Context: an optimization exercise on an open-source flow, tuned for small area and a short achievable clock period. The choices shown serve that exercise and are no tape-out recipe. The RTL was checked by simulation tests, not by an equivalence proof against the original design.

==> 01-23: inputs <==
==> flow/design.v <==
module fft64_result_collector (
    input  logic        CLK,
    input  logic        RST,
    input  logic        ED,
    input  logic        RDY,
    input  logic [5:0]  ADDR,
    input  logic [18:0] DOR,
    input  logic [18:0] DOI,
    input  logic        OVF1,
    input  logic        OVF2,
    output logic        M_VALID,
    input  logic        M_READY,
    output logic [18:0] M_DR,
    output logic [18:0] M_DI,
    output logic [5:0]  M_IDX,
    output logic        M_LAST,
    output logic [1:0]  M_OVF,
    output logic        BUSY,
    output logic [7:0]  DROP_CNT
);
    logic        drain;       
    logic        capt;        
    logic [5:0]  cnt;         
    logic [1:0]  frame_ovf;
    logic [37:0] mem [1:63];
    logic [63:0] rsel_i;      
    logic [63:0] rsel_r;      
    logic [5:0]  cnt_d;
    logic capture, we, drop, load, first, ld_rd, drain_d, we0, start, ld_out;
    assign capture = capt;
    assign we      = ED && !drain;
    assign start   = ED && RDY && !drain;
    assign drop    = ED && RDY && BUSY;
    assign first   = drain && !M_VALID;
    assign load    = drain && (!M_VALID || (M_READY && !M_LAST));
    assign ld_rd   = drain && M_VALID && M_READY && !M_LAST;
    assign M_OVF   = frame_ovf;
    assign we0     = we && (ADDR == 6'd0);
    assign drain_d = (capture && ED && !RDY && (cnt == 6'd63)) ||
                     (drain && !(M_VALID && M_READY && M_LAST));
    always_ff @(posedge CLK or posedge RST) begin
        if (RST) begin
            BUSY     <= 1'b0;
            drain    <= 1'b0;
            capt     <= 1'b0;
            M_VALID  <= 1'b0;
            DROP_CNT <= 8'd0;
        end else begin
            if (drop && (DROP_CNT != 8'hFF)) DROP_CNT <= DROP_CNT + 8'd1;
            if (!BUSY) begin
                if (ED && RDY) begin
                    BUSY <= 1'b1;
                    capt <= 1'b1;
                end
            end else if (!drain) begin
                if (ED && !RDY && (cnt == 6'd63)) begin
                    drain <= 1'b1;
                    capt  <= 1'b0;
                end
            end else begin
                if (load) M_VALID <= 1'b1;
                else if (M_READY && M_LAST) begin
                    M_VALID <= 1'b0;
                    BUSY    <= 1'b0;
                    drain   <= 1'b0;
                end
            end
        end
    end
    always_comb begin
        cnt_d = cnt;
        if (start)                         cnt_d = 6'd1;
        else if ((capture && ED) || load)  cnt_d = cnt + 6'd1;
    end
    always_ff @(posedge CLK) begin
        cnt <= cnt_d;
        for (int k = 0; k < 64; k++) begin
            rsel_i[k] <= drain_d && (cnt_d == 6'(k));
            rsel_r[k] <= drain_d && ((load || (capture && ED)) ? (cnt == 6'(k - 1)) : (cnt == 6'(k)));
        end
        frame_ovf <= ({2{start}} & {OVF2, OVF1}) |
                     ({2{!start}} & (frame_ovf | ({2{capture && ED}} & {OVF2, OVF1})));
    end
    always_ff @(posedge CLK) begin
        for (int k = 1; k < 64; k++)
            if (we && (ADDR == 6'(k))) mem[k] <= {DOR, DOI};
    end
    logic [37:0] rd;
    genvar gb;
    generate
        for (gb = 0; gb < 38; gb++) begin : g_rd
            logic [63:0] col;
            assign col[0] = (gb < 19) ? DOI[gb % 19] : DOR[gb % 19];
            for (genvar k = 1; k < 64; k++) begin : g_c
                assign col[k] = mem[k][gb];
            end
            fft64_rdbit u_rd (.sel(gb < 19 ? {rsel_i[63:1], we0} : {rsel_r[63:1], we0}), .d(col), .q(rd[gb]));
        end
    endgenerate
    assign ld_out = we0 || ld_rd;
    logic [37:0] m_d;
    logic [6:0]  i_d;
    generate
        for (gb = 0; gb < 38; gb++) begin : g_hm
            fft64_mux2 u_h (.s(ld_out), .a(rd[gb]), .b(gb < 19 ? M_DI[gb % 19] : M_DR[gb % 19]), .y(m_d[gb]));
        end
        for (gb = 0; gb < 7; gb++) begin : g_hi
            fft64_mux2 u_h (.s(load), .a(gb < 6 ? cnt[gb % 6] : rsel_i[63]), .b(gb < 6 ? M_IDX[gb % 6] : M_LAST), .y(i_d[gb]));
        end
    endgenerate
    always_ff @(posedge CLK) begin
        {M_DR, M_DI}    <= m_d;
        {M_LAST, M_IDX} <= i_d;
    end
endmodule
module fft64_rdbit (
    input  logic [63:0] sel,
    input  logic [63:0] d,
    output logic        q
);
    logic [21:0] g_n;    
    logic [5:0]  h;      
    logic [2:0]  m_n;
    for (genvar j = 0; j < 21; j++) begin : g_a
        fft64_aoi222 u_a (.a(sel[3*j+2:3*j]), .b(d[3*j+2:3*j]), .y(g_n[j]));
    end
    fft64_nand2 u_a21 (.a(sel[63]), .b(d[63]), .y(g_n[21]));
    for (genvar j = 0; j < 4; j++) begin : g_h
        fft64_nand4 u_h (.a(g_n[4*j+3:4*j]), .y(h[j]));
    end
    fft64_nand3 u_h4 (.a(g_n[18:16]), .y(h[4]));
    fft64_nand3 u_h5 (.a(g_n[21:19]), .y(h[5]));
    for (genvar j = 0; j < 3; j++) begin : g_m
        fft64_nor2 u_m (.a(h[2*j+1:2*j]), .y(m_n[j]));
    end
    fft64_nand3 u_q (.a(m_n), .y(q));
endmodule
module fft64_aoi222 (
    input  logic [2:0] a,
    input  logic [2:0] b,
    output logic       y
);
    assign y = ~((a[0] & b[0]) | (a[1] & b[1]) | (a[2] & b[2]));
endmodule
module fft64_nand2 (
    input  logic a,
    input  logic b,
    output logic y
);
    assign y = ~(a & b);
endmodule
module fft64_nand3 (
    input  logic [2:0] a,
    output logic       y
);
    assign y = ~&a;
endmodule
module fft64_nand4 (
    input  logic [3:0] a,
    output logic       y
);
    assign y = ~&a;
endmodule
module fft64_nor2 (
    input  logic [1:0] a,
    output logic       y
);
    assign y = ~|a;
endmodule
module fft64_mux2 (
    input  logic s,
    input  logic a,
    input  logic b,
    output logic y
);
    assign y = s ? a : b;
endmodule
==> flow/flow/run.sh <==
#!/bin/bash
set -euo pipefail
bash standard.sh MATCH_CELL_FOOTPRINT=0 "BUFFER_PORTS_ARGS=-buffer_cell sky130_fd_sc_hd__buf_2" finish > run_standard.log 2>&1
==> flow/standard.sh <==
#!/bin/bash
# synth_recipe.tcl (not shown) runs the flow's synth.tcl, then flattens the netlist and writes it again
# the make line also repeats each setting of config.mk as NAME=value (left out here)
make -C /OpenROAD-flow-scripts/flow DESIGN_CONFIG=/design/flow/config.mk WORK_HOME=/design/flow/orfs CLKGATE_MAP_FILE= SYNTH_SCRIPT=/design/flow/synth_recipe.tcl "${@:-finish}"
==> flow/config.mk <==
export PLATFORM = sky130hd
export DESIGN_NAME = fft64_result_collector
export DESIGN_NICKNAME = fft64_result_collector
export VERILOG_FILES = /design/flow/design.v
export SDC_FILE = /design/flow/constraint.sdc
export NUM_CORES = 4
export LEC_CHECK = 0
export CAP_MARGIN = 20
export CORE_MARGIN = 2
export CORE_UTILIZATION = 65
export CTS_CLUSTER_DIAMETER = 100
export CTS_CLUSTER_SIZE = 25
export PLACE_DENSITY = 0.76
export SETUP_SLACK_MARGIN = 1.8
export SLEW_MARGIN = 20
export SYNTH_HIERARCHICAL = 1
export TNS_END_PERCENT = 100
==> flow/constraint.sdc <==
create_clock -name core_clock -period 4.0 [get_ports {CLK}]
set_input_delay 0.8000 -clock core_clock [delete_from_list [all_inputs] [get_ports {CLK}]]
set_output_delay 0.8000 -clock core_clock [all_outputs]
set_load 0.01 [all_outputs]
==> 04-26: changes against 01-23 <==
--- a/flow/design.v
+++ b/flow/design.v
@@ -19,17 +19,14 @@
     output logic [7:0]  DROP_CNT
 );
     logic        drain;       
-    logic        capt;        
     logic [5:0]  cnt;         
     logic [1:0]  frame_ovf;
     logic [37:0] mem [1:63];
-    logic [63:0] rsel_i;      
-    logic [63:0] rsel_r;      
+    logic [63:0] rsel;        
     logic [5:0]  cnt_d;
-    logic capture, we, drop, load, first, ld_rd, drain_d, we0, start, ld_out;
-    assign capture = capt;
-    assign we      = ED && !drain;
-    assign start   = ED && RDY && !drain;
+    logic capture, we, drop, load, first, ld_rd, drain_d, we0;
+    assign capture = BUSY && !drain;
+    assign we      = ED && (BUSY ? !drain : RDY);
     assign drop    = ED && RDY && BUSY;
     assign first   = drain && !M_VALID;
     assign load    = drain && (!M_VALID || (M_READY && !M_LAST));
@@ -42,21 +39,14 @@
         if (RST) begin
             BUSY     <= 1'b0;
             drain    <= 1'b0;
-            capt     <= 1'b0;
             M_VALID  <= 1'b0;
             DROP_CNT <= 8'd0;
         end else begin
             if (drop && (DROP_CNT != 8'hFF)) DROP_CNT <= DROP_CNT + 8'd1;
             if (!BUSY) begin
-                if (ED && RDY) begin
-                    BUSY <= 1'b1;
-                    capt <= 1'b1;
-                end
+                if (ED && RDY) BUSY <= 1'b1;
             end else if (!drain) begin
-                if (ED && !RDY && (cnt == 6'd63)) begin
-                    drain <= 1'b1;
-                    capt  <= 1'b0;
-                end
+                if (ED && !RDY && (cnt == 6'd63)) drain <= 1'b1;
             end else begin
                 if (load) M_VALID <= 1'b1;
                 else if (M_READY && M_LAST) begin
@@ -69,17 +59,14 @@
     end
     always_comb begin
         cnt_d = cnt;
-        if (start)                         cnt_d = 6'd1;
+        if (ED && RDY && !(BUSY && drain)) cnt_d = 6'd1;
         else if ((capture && ED) || load)  cnt_d = cnt + 6'd1;
     end
     always_ff @(posedge CLK) begin
         cnt <= cnt_d;
-        for (int k = 0; k < 64; k++) begin
-            rsel_i[k] <= drain_d && (cnt_d == 6'(k));
-            rsel_r[k] <= drain_d && ((load || (capture && ED)) ? (cnt == 6'(k - 1)) : (cnt == 6'(k)));
-        end
-        frame_ovf <= ({2{start}} & {OVF2, OVF1}) |
-                     ({2{!start}} & (frame_ovf | ({2{capture && ED}} & {OVF2, OVF1})));
+        for (int k = 0; k < 64; k++) rsel[k] <= drain_d && (cnt_d == 6'(k));
+        if (ED && RDY && !(BUSY && drain)) frame_ovf <= {OVF2, OVF1};
+        else if (capture && ED)            frame_ovf <= frame_ovf | {OVF2, OVF1};
     end
     always_ff @(posedge CLK) begin
         for (int k = 1; k < 64; k++)
@@ -94,23 +81,15 @@
             for (genvar k = 1; k < 64; k++) begin : g_c
                 assign col[k] = mem[k][gb];
             end
-            fft64_rdbit u_rd (.sel(gb < 19 ? {rsel_i[63:1], we0} : {rsel_r[63:1], we0}), .d(col), .q(rd[gb]));
-        end
-    endgenerate
-    assign ld_out = we0 || ld_rd;
-    logic [37:0] m_d;
-    logic [6:0]  i_d;
-    generate
-        for (gb = 0; gb < 38; gb++) begin : g_hm
-            fft64_mux2 u_h (.s(ld_out), .a(rd[gb]), .b(gb < 19 ? M_DI[gb % 19] : M_DR[gb % 19]), .y(m_d[gb]));
-        end
-        for (gb = 0; gb < 7; gb++) begin : g_hi
-            fft64_mux2 u_h (.s(load), .a(gb < 6 ? cnt[gb % 6] : rsel_i[63]), .b(gb < 6 ? M_IDX[gb % 6] : M_LAST), .y(i_d[gb]));
+            fft64_rdbit u_rd (.sel({rsel[63:1], we0}), .d(col), .q(rd[gb]));
         end
     endgenerate
     always_ff @(posedge CLK) begin
-        {M_DR, M_DI}    <= m_d;
-        {M_LAST, M_IDX} <= i_d;
+        if (we0 || ld_rd) {M_DR, M_DI} <= rd;
+        if (load) begin
+            M_IDX  <= cnt;
+            M_LAST <= rsel[63];
+        end
     end
 endmodule
 module fft64_rdbit (
@@ -167,11 +146,3 @@
 );
     assign y = ~|a;
 endmodule
-module fft64_mux2 (
-    input  logic s,
-    input  logic a,
-    input  logic b,
-    output logic y
-);
-    assign y = s ? a : b;
-endmodule
--- a/flow/config.mk
+++ b/flow/config.mk
@@ -7,11 +7,10 @@
 export LEC_CHECK = 0
 export CAP_MARGIN = 20
 export CORE_MARGIN = 2
-export CORE_UTILIZATION = 65
+export CORE_UTILIZATION = 40
 export CTS_CLUSTER_DIAMETER = 100
 export CTS_CLUSTER_SIZE = 25
-export PLACE_DENSITY = 0.76
-export SETUP_SLACK_MARGIN = 1.8
+export SETUP_SLACK_MARGIN = 1.7
 export SLEW_MARGIN = 20
 export SYNTH_HIERARCHICAL = 1
 export TNS_END_PERCENT = 100
==> 06-25: changes against 01-23 <==
--- a/flow/design.v
+++ b/flow/design.v
@@ -20,32 +20,39 @@
 );
     logic        drain;       
     logic        capt;        
+    logic        drain_w;     
+    logic        vld;         
     logic [5:0]  cnt;         
     logic [1:0]  frame_ovf;
     logic [37:0] mem [1:63];
     logic [63:0] rsel_i;      
     logic [63:0] rsel_r;      
     logic [5:0]  cnt_d;
-    logic capture, we, drop, load, first, ld_rd, drain_d, we0, start, ld_out;
+    logic capture, we, drop, load, first, ld_rd, drain_d, we0, start, ld_out, last63;
     assign capture = capt;
-    assign we      = ED && !drain;
+    assign we      = ED && !drain_w;
     assign start   = ED && RDY && !drain;
     assign drop    = ED && RDY && BUSY;
-    assign first   = drain && !M_VALID;
-    assign load    = drain && (!M_VALID || (M_READY && !M_LAST));
-    assign ld_rd   = drain && M_VALID && M_READY && !M_LAST;
+    assign first   = drain && !vld;
+    assign load    = drain && (!vld || (M_READY && !M_LAST));
+    assign ld_rd   = drain && vld && M_READY && !M_LAST;
     assign M_OVF   = frame_ovf;
     assign we0     = we && (ADDR == 6'd0);
-    assign drain_d = (capture && ED && !RDY && (cnt == 6'd63)) ||
-                     (drain && !(M_VALID && M_READY && M_LAST));
+    assign last63  = capture && ED && !RDY && (cnt == 6'd63);
+    assign drain_d = last63 || (drain && !(vld && M_READY && M_LAST));
     always_ff @(posedge CLK or posedge RST) begin
         if (RST) begin
             BUSY     <= 1'b0;
             drain    <= 1'b0;
             capt     <= 1'b0;
             M_VALID  <= 1'b0;
+            vld      <= 1'b0;
+            drain_w  <= 1'b0;
             DROP_CNT <= 8'd0;
         end else begin
+            vld     <= drain && !(vld && M_READY && M_LAST);
+            M_VALID <= drain && !(M_VALID && M_READY && M_LAST);
+            drain_w <= last63 || (drain_w && !(vld && M_READY && M_LAST));
             if (drop && (DROP_CNT != 8'hFF)) DROP_CNT <= DROP_CNT + 8'd1;
             if (!BUSY) begin
                 if (ED && RDY) begin
@@ -58,9 +65,7 @@
                     capt  <= 1'b0;
                 end
             end else begin
-                if (load) M_VALID <= 1'b1;
-                else if (M_READY && M_LAST) begin
-                    M_VALID <= 1'b0;
+                if (!load && M_READY && M_LAST) begin
                     BUSY    <= 1'b0;
                     drain   <= 1'b0;
                 end
--- a/flow/config.mk
+++ b/flow/config.mk
@@ -7,11 +7,11 @@
 export LEC_CHECK = 0
 export CAP_MARGIN = 20
 export CORE_MARGIN = 2
-export CORE_UTILIZATION = 65
+export CORE_UTILIZATION = 55
 export CTS_CLUSTER_DIAMETER = 100
 export CTS_CLUSTER_SIZE = 25
-export PLACE_DENSITY = 0.76
-export SETUP_SLACK_MARGIN = 1.8
+export PLACE_DENSITY = 0.68
+export SETUP_SLACK_MARGIN = 1.85
 export SLEW_MARGIN = 20
 export SYNTH_HIERARCHICAL = 1
 export TNS_END_PERCENT = 100
==> impl_metrics.json <==
{
  "status": "no timing/DRC/antenna violations",
  "synth_mux_area_frac": 0.00845,
  "antenna_found_initial": 8,
  "instances_no_fill": 6539,
  "ys_top_cells_by_count": "edfxtp_1, a222oi_1, nor2_1",
  "fp.dieW_um": 374,
  "p_seq_mw": 29.8,
  "comb-power_mw": 1.72,
  "num-nonclk-buffers": 335,
  "cpLargestDelayFamily": "simple AND/OR/NAND/NOR gates",
  "pre_cts_ws_ps": 656,
  "grt_usage": 0.341,
  "synth_nets": 4317,
  "yosysUniqueCellTypes": 65,
  "cts_buffers": 113,
  "dp_hpwl_mm": 139
}
The numbers above come from 01-23.

==> impl_metrics.json <==
{
  "ys_top_cells_by_count": "edfxtp_1, a222oi_1, nor2_1",
  "ant_nets": 0,
  "synth_nets": 4315,
  "dp_hpwl_mm": 143,
  "initial_core_util": 0.554,
  "status": "no timing/DRC/antenna violations",
  "pre_cts_ws_ps": 540,
  "antenna_found_initial": 20,
  "instances_no_fill": 6922,
  "grt_usage": 0.293,
  "p_seq_mw": 31.7,
  "cpLargestDelayFamily": "simple AND/OR/NAND/NOR gates",
  "yosysUniqueCellTypes": 59,
  "fp.dieW_um": 406
}
The numbers above come from 06-25.

==> impl_metrics.json <==
{
  "cpLargestDelayFamily": "flip-flops",
  "status": "no timing/DRC/antenna violations",
  "synth_mux_area_frac": 0.000361,
  "dp_hpwl_mm": 152,
  "num-nonclk-buffers": 333,
  "pre_cts_ws_ps": 913,
  "yosysUniqueCellTypes": 56,
  "grt_usage": 0.226
}
The numbers above come from 04-26.

## port drivers added, routing unchanged
Ports are ideal in the flow. The routed layouts listed here were re-timed in OpenROAD. Step 1 (the two cells are an assumption about what drives the block):
set clk [get_ports {CLK}]
set_driving_cell -lib_cell sky130_fd_sc_hd__clkbuf_16 $clk
set_driving_cell -lib_cell sky130_fd_sc_hd__buf_2 [delete_from_list [all_inputs] $clk]
Step 2 adds t to the input delays and takes it off the output delays; t is the mean of the earliest and latest rising clock arrival at the registers after step 1. Input paths then give back, and output paths get back, about the clock's delay inside the block. Three values: ideal ports, drivers, drivers and shift; two values: the first two.
| run | t, ns | slack for setup (ns) | latest minus earliest clock arrival (ns) | worst data-port slew with drivers (ns) | pins driven straight from the clock port |
|---|---|---|---|---|---|
| 01-23 | 0.851 | 1.638 / 1.632 / 0.805 | 0.057 / 0.057 | 0.11 | 1 |
| 04-26 | 0.870 | 1.610 / 1.521 / 1.050 | 0.036 / 0.036 | 0.18 | 1 |
| 06-25 | 0.853 | 1.714 / 1.686 / 0.834 | 0.038 / 0.037 | 0.17 | 1 |
After both steps every run listed still meets setup and hold. The setup slack of 06-25, which loses most, moves by -0.028 ns with the drivers and by -0.880 ns with both steps.
